Background: an optimization exercise with open tools, aiming at small area, a short achievable clock period and few clock cycles. Do not read the settings as production practice. Only simulation tests tie the RTL to the original design; equivalence was not proved.

--- flow/design.v ---
package csd_pkg;
    typedef enum logic [1:0] {
        ST_IDLE,
        ST_RUN,
        ST_DRAIN,
        ST_DONE
    } state_e;
    localparam int DEF_NUM_LANES   = 8;
    localparam int DEF_DATA_WIDTH  = 8;
    localparam int DEF_ACCUM_WIDTH = 48;
    localparam int DEF_LEN_WIDTH   = 16;
    function automatic integer lane_lo(input integer lane, input integer width);
        lane_lo = lane * width;
    endfunction
endpackage
module csd_lane_mac #(
    parameter int DATA_WIDTH  = 8,
    parameter int ACCUM_WIDTH = 48
) (
    input  logic                          clk,
    input  logic                          rst_n,
    input  logic                          clr_i,
    input  logic                          en_i,
    input  logic                          nz_i,
    input  logic signed [DATA_WIDTH-1:0]  act_i,
    input  logic signed [DATA_WIDTH-1:0]  wgt_i,
    output logic [ACCUM_WIDTH-1:0]        acc_o
);
    logic signed [2*DATA_WIDTH-1:0]  prod;
    logic signed [ACCUM_WIDTH-1:0]   acc_q;
    logic signed [ACCUM_WIDTH-1:0]   acc_d;
    assign prod = act_i * wgt_i;
    always_comb begin
        acc_d = acc_q;
        if (clr_i)
            acc_d = '0;
        else if (en_i && nz_i)
            acc_d = acc_q + ACCUM_WIDTH'(prod);
    end
    always_ff @(posedge clk or negedge rst_n) begin
        if (!rst_n)
            acc_q <= '0;
        else
            acc_q <= acc_d;
    end
    assign acc_o = acc_q;
endmodule
import csd_pkg::*;
module csd_vector_unit #(
    parameter int NUM_LANES   = DEF_NUM_LANES,
    parameter int DATA_WIDTH  = DEF_DATA_WIDTH,
    parameter int ACCUM_WIDTH = DEF_ACCUM_WIDTH,
    parameter int LEN_WIDTH   = DEF_LEN_WIDTH
) (
    input  logic                              clk,
    input  logic                              rst_n,
    input  logic                              cfg_valid,
    output logic                              cfg_ready,
    input  logic [LEN_WIDTH-1:0]              cfg_len,
    input  logic                              cfg_mode,
    input  logic [NUM_LANES-1:0]              cfg_break_mask,
    input  logic                              in_valid,
    output logic                              in_ready,
    input  logic [NUM_LANES*DATA_WIDTH-1:0]   in_act,
    input  logic [NUM_LANES*DATA_WIDTH-1:0]   in_wgt,
    input  logic [NUM_LANES-1:0]              in_nz_mask,
    output logic                              out_valid,
    input  logic                              out_ready,
    output logic [NUM_LANES*ACCUM_WIDTH-1:0]  out_data,
    output logic [NUM_LANES-1:0]              out_seg_mask,
    output logic                              busy
);
    localparam int KW = $clog2(NUM_LANES);
    localparam logic [KW-1:0]        K1   = KW'(1);
    localparam logic [KW-1:0]        KEND = KW'(NUM_LANES - 1);
    localparam logic [LEN_WIDTH-1:0] L1   = LEN_WIDTH'(1);
    csd_pkg::state_e        st_q;
    csd_pkg::state_e        st_d;
    logic [LEN_WIDTH-1:0]   len_q, cnt_q;
    logic                   mode_q;
    logic [NUM_LANES-1:0]   brk_q, eff_brk;
    logic [KW-1:0]          k_q;
    logic [ACCUM_WIDTH-1:0] acc    [NUM_LANES];
    logic [ACCUM_WIDTH-1:0] casc_q [NUM_LANES];
    logic [ACCUM_WIDTH-1:0] casc_in;
    logic                   cfg_hs, beat_hs, last_beat, last_lane;
    assign cfg_hs    = cfg_valid && (st_q == ST_IDLE);
    assign beat_hs   = in_valid && (st_q == ST_RUN);
    assign last_beat = beat_hs && ((cnt_q + L1) == len_q);
    assign last_lane = (k_q == KEND);
    assign eff_brk   = mode_q ? brk_q : '0;
    for (genvar g = 0; g < NUM_LANES; g++) begin : g_lane
        csd_lane_mac #(
            .DATA_WIDTH (DATA_WIDTH),
            .ACCUM_WIDTH(ACCUM_WIDTH)
        ) u_mac (
            .clk  (clk),
            .rst_n(rst_n),
            .clr_i(cfg_hs),
            .en_i (beat_hs),
            .nz_i (in_nz_mask[g]),
            .act_i(in_act[g * DATA_WIDTH +: DATA_WIDTH]),
            .wgt_i(in_wgt[g * DATA_WIDTH +: DATA_WIDTH]),
            .acc_o(acc[g])
        );
        assign out_data[g * ACCUM_WIDTH +: ACCUM_WIDTH] =
            out_seg_mask[g] ? casc_q[g] : '0;
    end
    always_ff @(posedge clk or negedge rst_n) begin
        if (!rst_n)
            st_q <= ST_IDLE;
        else
            st_q <= st_d;
    end
    always_comb begin
        st_d = st_q;
        unique case (st_q)
            ST_IDLE:  if (cfg_valid)
                          st_d = (cfg_len == '0) ? ST_DRAIN : ST_RUN;
            ST_RUN:   if (last_beat) st_d = ST_DRAIN;
            ST_DRAIN: if (last_lane) st_d = ST_DONE;
            ST_DONE:  if (out_ready) st_d = ST_IDLE;
            default:  st_d = ST_IDLE;
        endcase
    end
    always_comb begin
        cfg_ready    = (st_q == ST_IDLE);
        in_ready     = (st_q == ST_RUN);
        out_valid    = (st_q == ST_DONE);
        busy         = (st_q != ST_IDLE);
        out_seg_mask = '0;
        if (st_q == ST_DONE)
            out_seg_mask = {1'b1, eff_brk[NUM_LANES-2:0]};
    end
    always_comb begin
        casc_in = '0;
        if ((k_q != '0) && !eff_brk[k_q - K1])
            casc_in = casc_q[k_q - K1];
    end
    always_ff @(posedge clk or negedge rst_n) begin
        if (!rst_n) begin
            len_q  <= '0;
            cnt_q  <= '0;
            mode_q <= 1'b0;
            brk_q  <= '0;
            k_q    <= '0;
            for (int i = 0; i < NUM_LANES; i++)
                casc_q[i] <= '0;
        end else begin
            if (cfg_hs) begin
                len_q  <= cfg_len;
                mode_q <= cfg_mode;
                brk_q  <= cfg_break_mask;
                cnt_q  <= '0;
                k_q    <= '0;
            end
            if (beat_hs)
                cnt_q <= cnt_q + L1;
            if (st_q == ST_DRAIN) begin
                casc_q[k_q] <= acc[k_q] + casc_in;
                k_q         <= k_q + K1;
            end
        end
    end
endmodule
--- flow/run.sh ---
#!/bin/bash
# synth_recipe.tcl (not shown) runs the flow's synth.tcl, then flattens the netlist and writes it again
# the make line also repeats each setting of config.mk as NAME=value (left out here)
make -C /OpenROAD-flow-scripts/flow DESIGN_CONFIG=/design/flow/config.mk WORK_HOME=/design/flow/orfs CLKGATE_MAP_FILE= SYNTH_SCRIPT=/design/flow/synth_recipe.tcl finish
--- flow/config.mk ---
export PLATFORM = sky130hd
export DESIGN_NAME = csd_vector_unit
export DESIGN_NICKNAME = csd_vector_unit
export VERILOG_FILES = /design/flow/design.v
export SDC_FILE = /design/flow/constraint.sdc
export NUM_CORES = 4
export LEC_CHECK = 0
export CAP_MARGIN = 20
export CORE_MARGIN = 2
export CORE_UTILIZATION = 45
export SLEW_MARGIN = 20
--- flow/constraint.sdc ---
create_clock -name core_clock -period 7.5 [get_ports {clk}]
set_input_delay 1.5000 -clock core_clock [delete_from_list [all_inputs] [get_ports {clk}]]
set_output_delay 1.5000 -clock core_clock [all_outputs]
set_load 0.01 [all_outputs]
==> notes.md <==
kinds of logic after synthesis:
| family | Yosys count | share of synthesized area (%) |
|---|---|---|
| simple gates | 2754 | 12.9 |
| buf+inv | 1351 | 4.96 |
| flops | 814 | 19.9 |
| mux | 147 | 1.58 |
| compound gates | 2375 | 14.9 |
| fa+ha+maj | 2478 | 42.0 |
| xor+xnor | 428 | 3.68 |
placed cells by master, fill, tap and decap left out, drive strengths merged, types with 19 or more instances in the layout:
cell type,instances
a211o,29
a211oi,38
a21o,281
a21oi,433
a221oi,61
a222oi,86
a22o,81
a22oi,72
a31oi,62
a41oi,54
and2,668
and3,77
and4,20
buf,1080
clkbuf,135
clkdlybuf4s50,560
clkinv,38
dfrtp,814
fa,1601
ha,877
inv,898
mux2,100
mux2i,45
nand2,1228
nand2b,52
nand3,119
nand4,73
nor2,329
nor2b,39
nor3,60
o211ai,31
o21a,40
o21ai,861
o21bai,64
o31ai,36
or3,19
xnor2,244
xor2,184
worst paths after layout:
kind / from / end / slack (ps) / cells after the start
worst max-delay path: in_wgt[24] / g_lane[3].u_mac.acc_q[39] / 270 / 22
worst min-delay path: g_lane[0].u_mac.acc_q[47] / g_lane[0].u_mac.acc_q[47] / 490 / 2
worst max register to register: k_q[0] / casc_q[7][34] / 590 / 19
worst min register to register: g_lane[0].u_mac.acc_q[47] / g_lane[0].u_mac.acc_q[47] / 490 / 2
max in group asynchronous: rst_n / casc_q[6][12] / 4970 / 3
min in group asynchronous: rst_n / g_lane[1].u_mac.acc_q[10] / 750 / 1
worst reg2reg max path, cell delays in order, from the launching register on:
cell	delay (ps)
dfrtp_1	710
inv_1	220
ha_1	310
xor2_4	610
buf_4	520
mux2_2	390
a221oi_1	260
nor2_1	120
ha_1	410
a211o_1	330
a31oi_1	220
o211ai_1	150
o2111ai_1	200
buf_4	190
o211ai_1	180
a21o_1	320
a21oi_1	300
o21bai_1	160
xnor2_1	890
o21ai_0	240
repair_timing:
item	CTS	global route
setup buffers	0	0
setup endpoints to repair	0	1
gates resized for setup	0	1
metal layers:
| metal | vias to the layer above | global-route usage, % | share of wire [%] |
|---|---|---|---|
| met5 | - | 0 | 0.052 |
| met4 | 22 | 15.0 | 5.6 |
| met3 | 694 | 5.87 | 7.5 |
| met2 | 3211 | 50.7 | 46 |
| met1 | 43000 | 42.4 | 41 |
| li1 | 37700 | - | - |
flip-flops by register name (all words and copies together) (netlist names):
signal	flops
brk_q	8
casc_q	384
len_q	16
cnt_q	16
g_lane.u_mac.acc_q	384
k_q	3
mode_q	1
st_q	2
layout make-up:
cell class,instances,area share [%]
antenna,12,0.0244
clock buffer,135,2.34
clock inverter,57,0.709
tap,3009,3.05
inverter,909,2.78
timing repair buffer,1640,11.9
sequential,814,16.5
multi-input combinational,8182,62.7
per-stage QoR:
stage | area (um2) | setup WS [ps]
after detailed placement | 119000 | -326
after CTS | 123000 | 394
after floorplan | 102000 | -266
after global placement | 119000 | -429
after global routing | 123000 | 62.1
final | 123000 | 267
==> flow_metrics.py <==
metrics = {
    "run_status": {
        "status": "timing/DRC/antenna clean",
    },
    "yosys": {
        "synth_top_area_share_pct": 31.3,
        "netlist_top_cells_count": "fa_1 (1601), nand2_1 (1228), inv_1 (900), ha_1 (877), o21ai_0 (832)",
        "synth_seq_area_share_pct": 19.9,
        "synth_ff_type": "dfrtp_1",
        "async_reset_ff_share_pct": 100,
        "synth_top_area_cell": "fa_1",
        "syn_inst": 10300,
        "synth_cell_types": 97,
        "synthTopCellsByArea": "fa_1 (31%), dfrtp_1 (20%), ha_1 (11%)",
        "yosys.cell_count.top_type": "fa_1",
        "synth_edf_count": 0,
        "synth_area_per_cell_um2": 9.90,
        "netlist_area_um2": 102000,
        "ys_ff_latch": 814,
        "syn_nets": 13000,
        "yosysWarningCount": 5,
    },
    "route": {
        "ant_nets": 0,
        "routedWlPerCell_um": 24.7,
        "drc": 0,
        "drt_pass1_iterations": 10,
        "via_per_inst": 5.74,
        "first_iter_violations": 6858,
        "wl_mm": 365,
        "via_count": 84700,
    },
    "clocking": {
        "hold_buffers": 0,
        "clk_pin_slew_worst_paths_ps": 60,
        "clk_latency_ps": 790,
        "cts_root_buf": "clkbuf_16",
        "clk_path_buf_depth": 3,
        "htreeDepth": 3,
        "clkSinkCount": 814,
        "cts_tree": "built",
        "numCtsBuffers": 102,
    },
    "worst_setup_path": {
        "crit_fanout": 5,
        "cp_top_family": "adder cells",
        "cp_cell_sequence": "clkdlybuf4s50_1, and2_2, inv_1, fa_1, inv_1, fa_1, fa_1, fa_1, fa_1, ha_1, o21ai_0, nor3_1, o21ai_0, a21oi_1, a21oi_1, buf_4, o21ai_1, a31oi_1, buf_4, o21ai_0, o41ai_1, a41o_1",
        "cp-end-kind": "register",
        "path_class": "input port to register",
        "cp_common_cell": "fa_1",
        "worstPathRequired_ps": 8110,
        "critical_path_buf_inv_count": 5,
        "start_kind": "input port",
        "slowest_delay_ps": 650,
        "worstPathArrival_ps": 7840,
        "cp_slowest_cell": "clkdlybuf4s50_1",
    },
    "min_path": {
        "min_path_type": "register to register",
    },
    "finish": {
        "finalNonFillerCells": 14800,
        "drive_above_1_share_pct": 12.6,
        "fill_cells": 20400,
        "fin_nets": 14300,
        "seqCellArea_um2": 20400,
        "areaGrowthSynthToFinish_pct": 20.4,
        "final_util_pct": 54.3,
        "multi_input_area_um2": 77200,
    },
    "global_routing": {
        "grt_pass1_wl_mm": 560,
        "grt_max_degree": 154,
        "grt_pass1_vias": 88400,
        "antenna_found_initial": 26,
        "grt_util_all_layers_pct": 32.0,
        "overflow": 0,
    },
    "floorplanning": {
        "die_w_um": 481,
        "die_h_um": 481,
        "die-area_um2": 231000,
        "coreArea_um2": 227000,
        "start_util_pct": 45.1,
        "ios": 562,
        "rows": 175,
    },
    "timing": {
        "period_needed_ps": 7230,
        "setup_violations": 0,
        "clock.fmax_ghz": 0.138,
        "maxSlewViolCount": 0,
        "hold_viol": 0,
        "worst_slew_pin_slew_ps": 1170,
        "fin_tns_setup_ps": 0,
        "post-route-period-util_pct": 96.4,
        "fin_hold_ws_ps": 486,
        "rsz0062_at_grt": "no",
        "skew_ps": 75.0,
        "slew_headroom_pct": 21.1,
    },
    "placed_design": {
        "dp_hpwl_mm": 300,
        "io_buffers": 561,
        "place_inst": 14600,
        "gp_congestion": 0.994,
    },
    "job": {
        "maxCapViolations": 0,
    },
}
Testbench counts, summed over its fixed seeds: cycles 41,910.

[separate check: timing with driven ports]
No port has a modelled driver above. Below, the same layout with a new extraction and two added sets of constraints.
Step 1: set_driving_cell puts a clkbuf_16 on clk and a buf_2 on each other input, an assumption about the parent block.
Step 2 also shifts input and output timing later by t, the mid clock arrival at the registers, as if the neighbouring blocks saw the same clock.
Three values: ideal, step 1, step 2; two values: the first two.
t, ns: 0.859
slack for setup (ns): 0.267 / 0.251 / -0.609
clock arrival spread, ns: 0.075 / 0.075
pins driven straight from the clock port: 1
Met with ideal ports but missed after step 2: setup timing in this run. The setup slack of this run moves by -0.016 ns with the drivers and by -0.876 ns with both steps.
